Source: an optimization exercise on an open RTL-to-GDS flow (aim: small area, a short achievable clock period and few clock cycles per item). Production flows keep margins and buffers that such runs may drop.
Where RTL was checked, it was by simulation tests only, not by an equivalence proof against the original.
Power figures rest on the tool's default switching activity, not on a simulated workload.

==> flow/design.v (excerpt) <==
module break_reminder_timer (
  input  logic                            clk,
  input  logic                            rst_n,
  input  logic                            in_tvalid,
  output logic                            in_tready,
  input  logic [brt_pkg::IN_TDATA_W-1:0]  in_tdata,
  input  logic [2:0]                      in_tuser,
  output logic                            out_tvalid,
  input  logic                            out_tready,
  output logic [brt_pkg::OUT_TDATA_W-1:0] out_tdata,
  input  logic                            cfg_valid,
  output logic                            cfg_ready,
  input  logic [brt_pkg::CFG_IDX_W-1:0]   cfg_index,
  input  logic [brt_pkg::CFG_DATA_W-1:0]  cfg_data
);
export LEC_CHECK = 0
export ABC_AREA = 1
export CAP_MARGIN = 20
export CORE_MARGIN = 2
export CORE_UTILIZATION = 65
export SETUP_SLACK_MARGIN = 3.5
export SLEW_MARGIN = 20
create_clock -name core_clock -period 6.5 [get_ports {clk}]
standard.sh (not shown) runs the stock make flow with config.mk's settings and CLKGATE_MAP_FILE= SYNTH_SCRIPT=/design/flow/synth_recipe.tcl, a recipe that flattens the netlist after the stock synthesis.
==> flow/flow/run.sh <==
#!/bin/bash
# Layout flow: the standard flow (standard synthesis and ORFS layout),
# with two changes: the port buffers that buffer_ports inserts are plain buf_1
# cells instead of the tool's default pick (a slow delay buffer), and clock
# tree synthesis uses larger sink clusters and inserts no dummy loads.
# ORFS writes each step's log under orfs/logs; make's own output is kept in
# standard.log here.
set -euo pipefail
cd "$(dirname "$0")/.."
export BUFFER_PORTS_ARGS="-buffer_cell sky130_fd_sc_hd__buf_1"
export CTS_ARGS="-sink_clustering_enable -sink_clustering_size 40 -sink_clustering_max_diameter 400 -sink_clustering_levels 1 -repair_clock_nets -buf_list {sky130_fd_sc_hd__clkbuf_8 sky130_fd_sc_hd__clkbuf_16} -dont_use_dummy_load"
bash standard.sh > standard.log 2>&1
The baseline ran to the end with no violations.
Change:
==> flow/flow/run.sh (replaced) <==
#!/bin/bash
# Layout flow: the standard flow (standard synthesis and ORFS layout),
# with the port buffers that buffer_ports inserts made plain buf_1 cells
# instead of the tool's default pick (a slow delay buffer).
# ORFS writes each step's log under orfs/logs; make's own output is kept in
# standard.log here.
set -euo pipefail
cd "$(dirname "$0")/.."
export BUFFER_PORTS_ARGS="-buffer_cell sky130_fd_sc_hd__buf_1"
bash standard.sh > standard.log 2>&1
--- a/flow/config.mk
+++ b/flow/config.mk
@@ -11,0 +12 @@
+export CTS_BUF_LIST = sky130_fd_sc_hd__clkbuf_4 sky130_fd_sc_hd__clkbuf_8
Fmax rose slightly.
Utilization fell by 0.49 points.
Routed wire length fell slightly.
Clock skew fell by 0.0043 ns.
Synthesized cell count does not change.
Design area fell slightly.
Power fell by a few percent.
Worst setup slack gains 0.021 ns.
Clock power fell by a few percent.
No functional check of the RTL was part of any run of this note.

========
run 1:
Another version of the RTL of break_reminder_timer (not shown whole).
Size: ~1000 cells after synthesis, about 0.0087 mm² of cells after synthesis.
==> flow/config.mk <==
export PLATFORM = sky130hd
export DESIGN_NAME = break_reminder_timer
export DESIGN_NICKNAME = break_reminder_timer
export VERILOG_FILES = /design/flow/design.v
export SDC_FILE = /design/flow/constraint.sdc
export NUM_CORES = 4
export LEC_CHECK = 0
export ABC_AREA = 1
export CAP_MARGIN = 5
export CORE_MARGIN = 2
export CORE_UTILIZATION = 65
export SETUP_SLACK_MARGIN = 3.55
export SLEW_MARGIN = 5
==> flow/constraint.sdc <==
create_clock -name core_clock -period 6.5 [get_ports {clk}]
set_input_delay 1.3000 -clock core_clock [delete_from_list [all_inputs] [get_ports {clk}]]
set_output_delay 1.3000 -clock core_clock [all_outputs]
set_load 0.01 [all_outputs]
==> flow/flow/run.sh <==
#!/bin/bash
# Layout flow: the standard flow (standard synthesis and ORFS layout),
# with two changes: the port buffers that buffer_ports inserts are plain buf_1
# cells instead of the tool's default pick (a slow delay buffer), and clock
# tree synthesis inserts no dummy loads.
# ORFS writes each step's log under orfs/logs; make's own output is kept in
# standard.log here.
set -euo pipefail
cd "$(dirname "$0")/.."
export BUFFER_PORTS_ARGS="-buffer_cell sky130_fd_sc_hd__buf_1"
export CTS_ARGS="-sink_clustering_enable -repair_clock_nets -buf_list {sky130_fd_sc_hd__clkbuf_4 sky130_fd_sc_hd__clkbuf_8} -dont_use_dummy_load"
bash standard.sh > standard.log 2>&1
Run 1 finished all stages; the layout is clean.
Testbench counts of run 1, summed over its fixed seeds: cycles 48,096, items 48,000.
--- input diff run 1..run 2 ---
-- flow/config.mk --
<<< run 1, line 8
export ABC_AREA = 1
export CAP_MARGIN = 5
export CORE_MARGIN = 2
export CORE_UTILIZATION = 65
export SETUP_SLACK_MARGIN = 3.55
export SLEW_MARGIN = 5
>>> run 2, line 8
export ABC_AREA = 1
export CAP_MARGIN = 20
export CORE_MARGIN = 2
export CORE_UTILIZATION = 75
export PLACE_DENSITY = 0.8
export SETUP_SLACK_MARGIN = 3.55
export SLEW_MARGIN = 20
==> comparison <==
- Final period utilization | run 2 above run 1
- Register share of total power delta (run 2 -> run 1): insignificant
- Run 2 vs. run 1: number of ordinary and repair buffers in the finished layout dropped about 1%; maximum frequency from static timing analysis dropped 0.76%; global-route usage climbed 5.8 points; post-route standard cell area excluding fillers dropped 0.63%.
Inputs modified between run 2 and run 3:
-- flow/config.mk --
<<< run 2, line 7
export LEC_CHECK = 0
export ABC_AREA = 1
export CAP_MARGIN = 20
export CORE_MARGIN = 2
export CORE_UTILIZATION = 75
export PLACE_DENSITY = 0.8
export SETUP_SLACK_MARGIN = 3.55
>>> run 3, line 7
export LEC_CHECK = 0
export CAP_MARGIN = 20
export CORE_MARGIN = 2
export CORE_UTILIZATION = 65
export SETUP_SLACK_MARGIN = 3.55
## What came out
Setup slack in run 3 is smaller than in run 2.
Clock period minus final worst setup slack: run 3 worse than run 2
Going from run 2 to run 3, post-route total power moved up, static leakage moved down, share of total power in the clock network moved down, depth of the worst register-to-register path moved down.
sky130_fd_sc_hd__edfxtp_1 as the most frequent standard cell in the layout excluding fill and tap cells was reported by run 3, and sky130_fd_sc_hd__nand2_1 by run 2.
Relative to run 2, sequential cell area has gone up in run 3.
Between run 3 and run 2, the sequential power figures differ only marginally.
Comparing run 3 and run 2, global-route usage is higher on run 2.
Cmp run 3 and run 2 / share of cell area taken by flip-flops and latches / lower: run 3

========
Setup of build 88:
break_reminder_timer, a different RTL version from the one above (not shown whole).
Size: about 1100 cells after synthesis, roughly 160 flip-flops, roughly 110 I/O pins.
// break_reminder_timer
module break_reminder_timer (
  input  logic                            clk,
  input  logic                            rst_n,
  input  logic                            in_tvalid,
  output logic                            in_tready,
  input  logic [brt_pkg::IN_TDATA_W-1:0]  in_tdata,
  input  logic [2:0]                      in_tuser,
  output logic                            out_tvalid,
  input  logic                            out_tready,
  output logic [brt_pkg::OUT_TDATA_W-1:0] out_tdata,
  input  logic                            cfg_valid,
  output logic                            cfg_ready,
  input  logic [brt_pkg::CFG_IDX_W-1:0]   cfg_index,
  input  logic [brt_pkg::CFG_DATA_W-1:0]  cfg_data
);
Settings: LEC_CHECK=0, ABC_AREA=1, CAP_MARGIN=20, CORE_MARGIN=2, CORE_UTILIZATION=65, CTS_BUF_LIST=sky130_fd_sc_hd__clkbuf_4 sky130_fd_sc_hd__clkbuf_8, SETUP_SLACK_MARGIN=3.5, SLEW_MARGIN=20; clock period 6.5 ns.
==> flow/flow/run.sh <==
#!/bin/bash
# Layout flow: the standard flow (standard synthesis and ORFS layout),
# with the port buffers that buffer_ports inserts made plain buf_1 cells
# instead of the tool's default pick (a slow delay buffer).
# ORFS writes each step's log under orfs/logs; make's own output is kept in
# standard.log here.
set -euo pipefail
cd "$(dirname "$0")/.."
export BUFFER_PORTS_ARGS="-buffer_cell sky130_fd_sc_hd__buf_1"
bash standard.sh > standard.log 2>&1
Input-level comparison between build 31 and build 88:
# build 88
export LEC_CHECK = 0
export ABC_AREA = 1
export CAP_MARGIN = 20
export CORE_MARGIN = 2
export CORE_UTILIZATION = 65
export CTS_BUF_LIST = sky130_fd_sc_hd__clkbuf_4 sky130_fd_sc_hd__clkbuf_8
export SETUP_SLACK_MARGIN = 3.5
export SLEW_MARGIN = 20
create_clock -name core_clock -period 6.5 [get_ports {clk}]
# build 31
export LEC_CHECK = 0
export ABC_AREA = 1
export CAP_MARGIN = 20
export CORE_MARGIN = 2
export CORE_UTILIZATION = 40
export SETUP_SLACK_MARGIN = 4.0
export SLEW_MARGIN = 20
create_clock -name core_clock -period 6.5 [get_ports {clk}]
### Flow results
Routed wire length delta for build 31 relative to build 88: 13% higher. Number of signal-net buffers in the layout grows by more than a quarter when moving from build 88 to build 31. What build 88 reported for largest voltage drop on the vdd net has to be multiplied by 1.15 to get the figure for build 31. The final worst setup slack of build 31 was superior to that of build 88. Diff build 88..build 31 | remaining routing DRC violations | unchanged. Diff build 88 -> build 31 | fill cell instance count of the final layout | up by more than half. Min clock skew across build 88 and build 31: build 88.
[inputs] build 41 vs build 31
# build 31
export LEC_CHECK = 0
export ABC_AREA = 1
export CAP_MARGIN = 20
export CORE_MARGIN = 2
export CORE_UTILIZATION = 40
export SETUP_SLACK_MARGIN = 4.0
export SLEW_MARGIN = 20
create_clock -name core_clock -period 6.5 [get_ports {clk}]
# build 41
export LEC_CHECK = 0
export ABC_AREA = 1
export CAP_MARGIN = 20
export CORE_MARGIN = 2
export CORE_UTILIZATION = 40
export SETUP_SLACK_MARGIN = 3.5
export SLEW_MARGIN = 20
create_clock -name core_clock -period 6.5 [get_ports {clk}]
==> flow/run.sh (new file) <==
#!/bin/bash
# synth_recipe.tcl (not shown) runs the flow's synth.tcl, then flattens the netlist and writes it again
# the make line also repeats each setting of config.mk as NAME=value (left out here)
make -C /OpenROAD-flow-scripts/flow DESIGN_CONFIG=/design/flow/config.mk WORK_HOME=/design/flow/orfs CLKGATE_MAP_FILE= SYNTH_SCRIPT=/design/flow/synth_recipe.tcl finish
removed: flow/flow/run.sh
removed: flow/standard.sh
[summary]
- No stage failed in build 41, and the final checks on the layout all came back clean.
- Build 41 packs its core more loosely than build 31.
- Compared with build 31, in build 41 worst-case setup margin in the final layout lower; highest net fanout along the worst path now larger; sequential cell count comparable; relative contribution of combinational cells to total power dropped 1.4 points.
- Compared with build 31, build 41 is the more power-hungry design.
- STATUS cell area: build 41 wins against build 31
- Build 41 -> build 31: post-synthesis instance area delta 0, exact match
No functional check of the RTL was part of any run of this note.

========
break_reminder_timer again, from the RTL that the note above started with.
Settings: LEC_CHECK=0, ABC_AREA=1, CAP_MARGIN=20, CORE_MARGIN=2, CORE_UTILIZATION=40, CTS_BUF_LIST=sky130_fd_sc_hd__clkbuf_4 sky130_fd_sc_hd__clkbuf_8, SETUP_SLACK_MARGIN=3.5, SLEW_MARGIN=20; clock period 6.5 ns.
==> flow/flow/run.sh <==
#!/bin/bash
# Layout flow: the standard flow (standard synthesis and ORFS layout),
# with the port buffers that buffer_ports inserts made plain buf_1 cells
# instead of the tool's default pick (a slow delay buffer).
# ORFS writes each step's log under orfs/logs; make's own output is kept in
# standard.log here.
set -euo pipefail
cd "$(dirname "$0")/.."
export BUFFER_PORTS_ARGS="-buffer_cell sky130_fd_sc_hd__buf_1"
bash standard.sh > standard.log 2>&1
The baseline completed with no timing, DRC or antenna violations.
Next try:
--- a/flow/config.mk
+++ b/flow/config.mk
@@ -10,5 +10,4 @@
 export CORE_MARGIN = 2
 export CORE_UTILIZATION = 40
-export CTS_BUF_LIST = sky130_fd_sc_hd__clkbuf_4 sky130_fd_sc_hd__clkbuf_8
 export SETUP_SLACK_MARGIN = 3.5
 export SLEW_MARGIN = 20
After rerunning: The new run completed with no timing, DRC or antenna violations. Via count came out higher by 1.2%. Cell area came out higher by 2.3%. Total power came out higher by 9.8%. Worst setup slack improves by 0.010 ns.
Next try:
--- a/flow/config.mk
+++ b/flow/config.mk
@@ -10,4 +10,7 @@
 export CORE_MARGIN = 2
 export CORE_UTILIZATION = 40
+export CTS_BUF_LIST = sky130_fd_sc_hd__clkbuf_4 sky130_fd_sc_hd__clkbuf_8
+export CTS_CLUSTER_DIAMETER = 100
+export CTS_CLUSTER_SIZE = 30
 export SETUP_SLACK_MARGIN = 3.5
 export SLEW_MARGIN = 20
- register-to-register slack improves by 0.02 ns
- via count went down by 1.2%
- total power went down by 8.9%
- wire length went down by 1.3%
- design area went down by 2.2%
- die area is unchanged
- first-iteration DRC count went up by 1.8%
- non-clock buffer count went down by 3
- clock skew went up by 0.0037 ns
- count of clock-buffer cells in the layout stays the same
Next try:
==> flow/run.sh (new file) <==
#!/bin/bash
# synth_recipe.tcl (not shown) runs the flow's synth.tcl, then flattens the netlist and writes it again
# the make line also repeats each setting of config.mk as NAME=value (left out here)
make -C /OpenROAD-flow-scripts/flow DESIGN_CONFIG=/design/flow/config.mk WORK_HOME=/design/flow/orfs CLKGATE_MAP_FILE= SYNTH_SCRIPT=/design/flow/synth_recipe.tcl finish
==> flow/config.mk (replaced) <==
export PLATFORM = sky130hd
export DESIGN_NAME = break_reminder_timer
export DESIGN_NICKNAME = break_reminder_timer
export VERILOG_FILES = /design/flow/design.v
export SDC_FILE = /design/flow/constraint.sdc
export NUM_CORES = 4
export LEC_CHECK = 0
export CAP_MARGIN = 20
export CORE_MARGIN = 2
export CORE_UTILIZATION = 40
export SETUP_SLACK_MARGIN = 3.5
export SLEW_MARGIN = 20
removed: flow/flow/run.sh
removed: flow/standard.sh
Outcome: The new run produced a clean layout; clock power rises by 32%; cell area rises by 6.3%; total power rises by 12%; combinational power rises by 8.6%; setup slack got worse by 0.82 ns; clock skew is about the same; area after synthesis falls by 4.5%; via count falls by 11%; maximum frequency falls by 22%; worst hold slack improved by 0.089 ns.
No run of this note included a check of the RTL's function; only the layout flow was run.

========
## run A
RTL: one of the versions met above, not the one the previous note started from.
For scale: about 1000 cells after synthesis, roughly 160 flip-flops, about 110 I/O pins.
export LEC_CHECK = 0
export ABC_AREA = 1
export CAP_MARGIN = 20
export CORE_MARGIN = 2
export CORE_UTILIZATION = 65
export SETUP_SLACK_MARGIN = 3.65
export SLEW_MARGIN = 20
create_clock -name core_clock -period 6.5 [get_ports {clk}]
==> flow/flow/run.sh <==
#!/bin/bash
# Layout flow: the standard flow (standard synthesis and ORFS layout),
# with two changes: the port buffers that buffer_ports inserts are plain buf_1
# cells instead of the tool's default pick (a slow delay buffer), and clock
# tree synthesis inserts no dummy loads.
# ORFS writes each step's log under orfs/logs; make's own output is kept in
# standard.log here.
set -euo pipefail
cd "$(dirname "$0")/.."
export BUFFER_PORTS_ARGS="-buffer_cell sky130_fd_sc_hd__buf_1"
export CTS_ARGS="-sink_clustering_enable -repair_clock_nets -buf_list {sky130_fd_sc_hd__clkbuf_4 sky130_fd_sc_hd__clkbuf_8} -dont_use_dummy_load"
bash standard.sh > standard.log 2>&1
Testbench counts of run A, summed over its fixed seeds: cycles 48,096, items 48,000.
What run B does differently from run A at the input level:
# run A
export LEC_CHECK = 0
export ABC_AREA = 1
export CAP_MARGIN = 20
export CORE_MARGIN = 2
export CORE_UTILIZATION = 65
export SETUP_SLACK_MARGIN = 3.65
export SLEW_MARGIN = 20
create_clock -name core_clock -period 6.5 [get_ports {clk}]
# run B
export LEC_CHECK = 0
export ABC_AREA = 1
export CAP_MARGIN = 20
export CORE_MARGIN = 2
export CORE_UTILIZATION = 65
export SETUP_SLACK_MARGIN = 3.55
export SLEW_MARGIN = 20
create_clock -name core_clock -period 6.5 [get_ports {clk}]
==> run summary <==
Diff run A -> run B: power after layout did not really move; via count of the routed design went down; TritonCTS buffer count did not really move; setup slack went up.
Input changes introduced in run C (baseline for comparison: run B):
# run B
export LEC_CHECK = 0
export ABC_AREA = 1
export CAP_MARGIN = 20
export CORE_MARGIN = 2
export CORE_UTILIZATION = 65
export SETUP_SLACK_MARGIN = 3.55
export SLEW_MARGIN = 20
create_clock -name core_clock -period 6.5 [get_ports {clk}]
# run C
export LEC_CHECK = 0
export ABC_AREA = 1
export CAP_MARGIN = 10
export CORE_MARGIN = 2
export CORE_UTILIZATION = 65
export SETUP_SLACK_MARGIN = 3.55
export SLEW_MARGIN = 10
create_clock -name core_clock -period 6.5 [get_ports {clk}]
--- outcome ---
Delta (run C minus run B): worst-case headroom to the max-slew limit went down by 18 points; worst hold slack was more or less identical; internal power component was more or less identical.
Run C vs. run B: reg-to-reg setup timing slack increased 0.03 ns, number of design-rule violations left by the first detailed-router iteration essentially unchanged, layout overhead on the synthesized area essentially unchanged.

==> port drivers added, routing unchanged <==
Ports are ideal in the flow. The routed layouts listed here were re-timed in OpenROAD.
Step 1, drivers: a clkbuf_16 drives clk and a buf_2 each remaining input, both assumed.
Step 2 adds t to the input delays and takes it off the output delays; t is the mean of the earliest and latest rising clock arrival at the registers after step 1. Input paths then give back, and output paths get back, about the clock's delay inside the block.
a / b / c = ideal / step 1 / step 2; a / b = the first two.
run	t, ns	slack for setup (ns)	hold WS [ns]	slew at the worst register clock pin (ns)	worst slew at a driven data input, ns
the first run of note 1	0.470	3.490 / 3.490 / 3.197	0.452 / 0.452 / 0.452	0.06 / 0.06	0.04
the second run of note 1	0.483	3.511 / 3.511 / 3.161	0.464 / 0.464 / 0.464	0.08 / 0.08	0.03
run 1	0.487	3.566 / 3.547 / 3.221	0.463 / 0.463 / 0.463	0.08 / 0.08	0.04
run 2	0.487	3.544 / 3.524 / 3.245	0.463 / 0.463 / 0.463	0.09 / 0.09	0.05
run 3	0.484	3.498 / 3.464 / 3.124	0.502 / 0.502 / 0.502	0.09 / 0.09	0.06
build 88	0.508	3.549 / 3.529 / 3.130	0.536 / 0.536 / 0.536	0.10 / 0.10	0.04
build 31	0.469	3.573 / 3.532 / 3.459	0.548 / 0.548 / 0.548	0.07 / 0.07	0.06
build 41	0.475	3.554 / 3.530 / 3.144	0.533 / 0.533 / 0.533	0.07 / 0.07	0.05
the first run of note 4	0.505	3.516 / 3.496 / 3.035	0.509 / 0.509 / 0.509	0.10 / 0.10	0.04
the second run of note 4	0.470	3.527 / 3.506 / 3.182	0.516 / 0.516 / 0.516	0.07 / 0.07	0.05
the third run of note 4	0.505	3.516 / 3.496 / 3.035	0.509 / 0.509 / 0.509	0.10 / 0.10	0.04
the fourth run of note 4	0.474	2.698 / 2.698 / 2.698	0.598 / 0.598 / 0.598	0.07 / 0.07	0.05
run A	0.489	3.554 / 3.534 / 3.228	0.465 / 0.465 / 0.465	0.09 / 0.09	0.05
run B	0.482	3.566 / 3.547 / 3.226	0.463 / 0.463 / 0.463	0.08 / 0.08	0.04
run C	0.487	3.566 / 3.547 / 3.221	0.463 / 0.463 / 0.463	0.08 / 0.08	0.04
After both steps setup and hold are still met in every run listed.
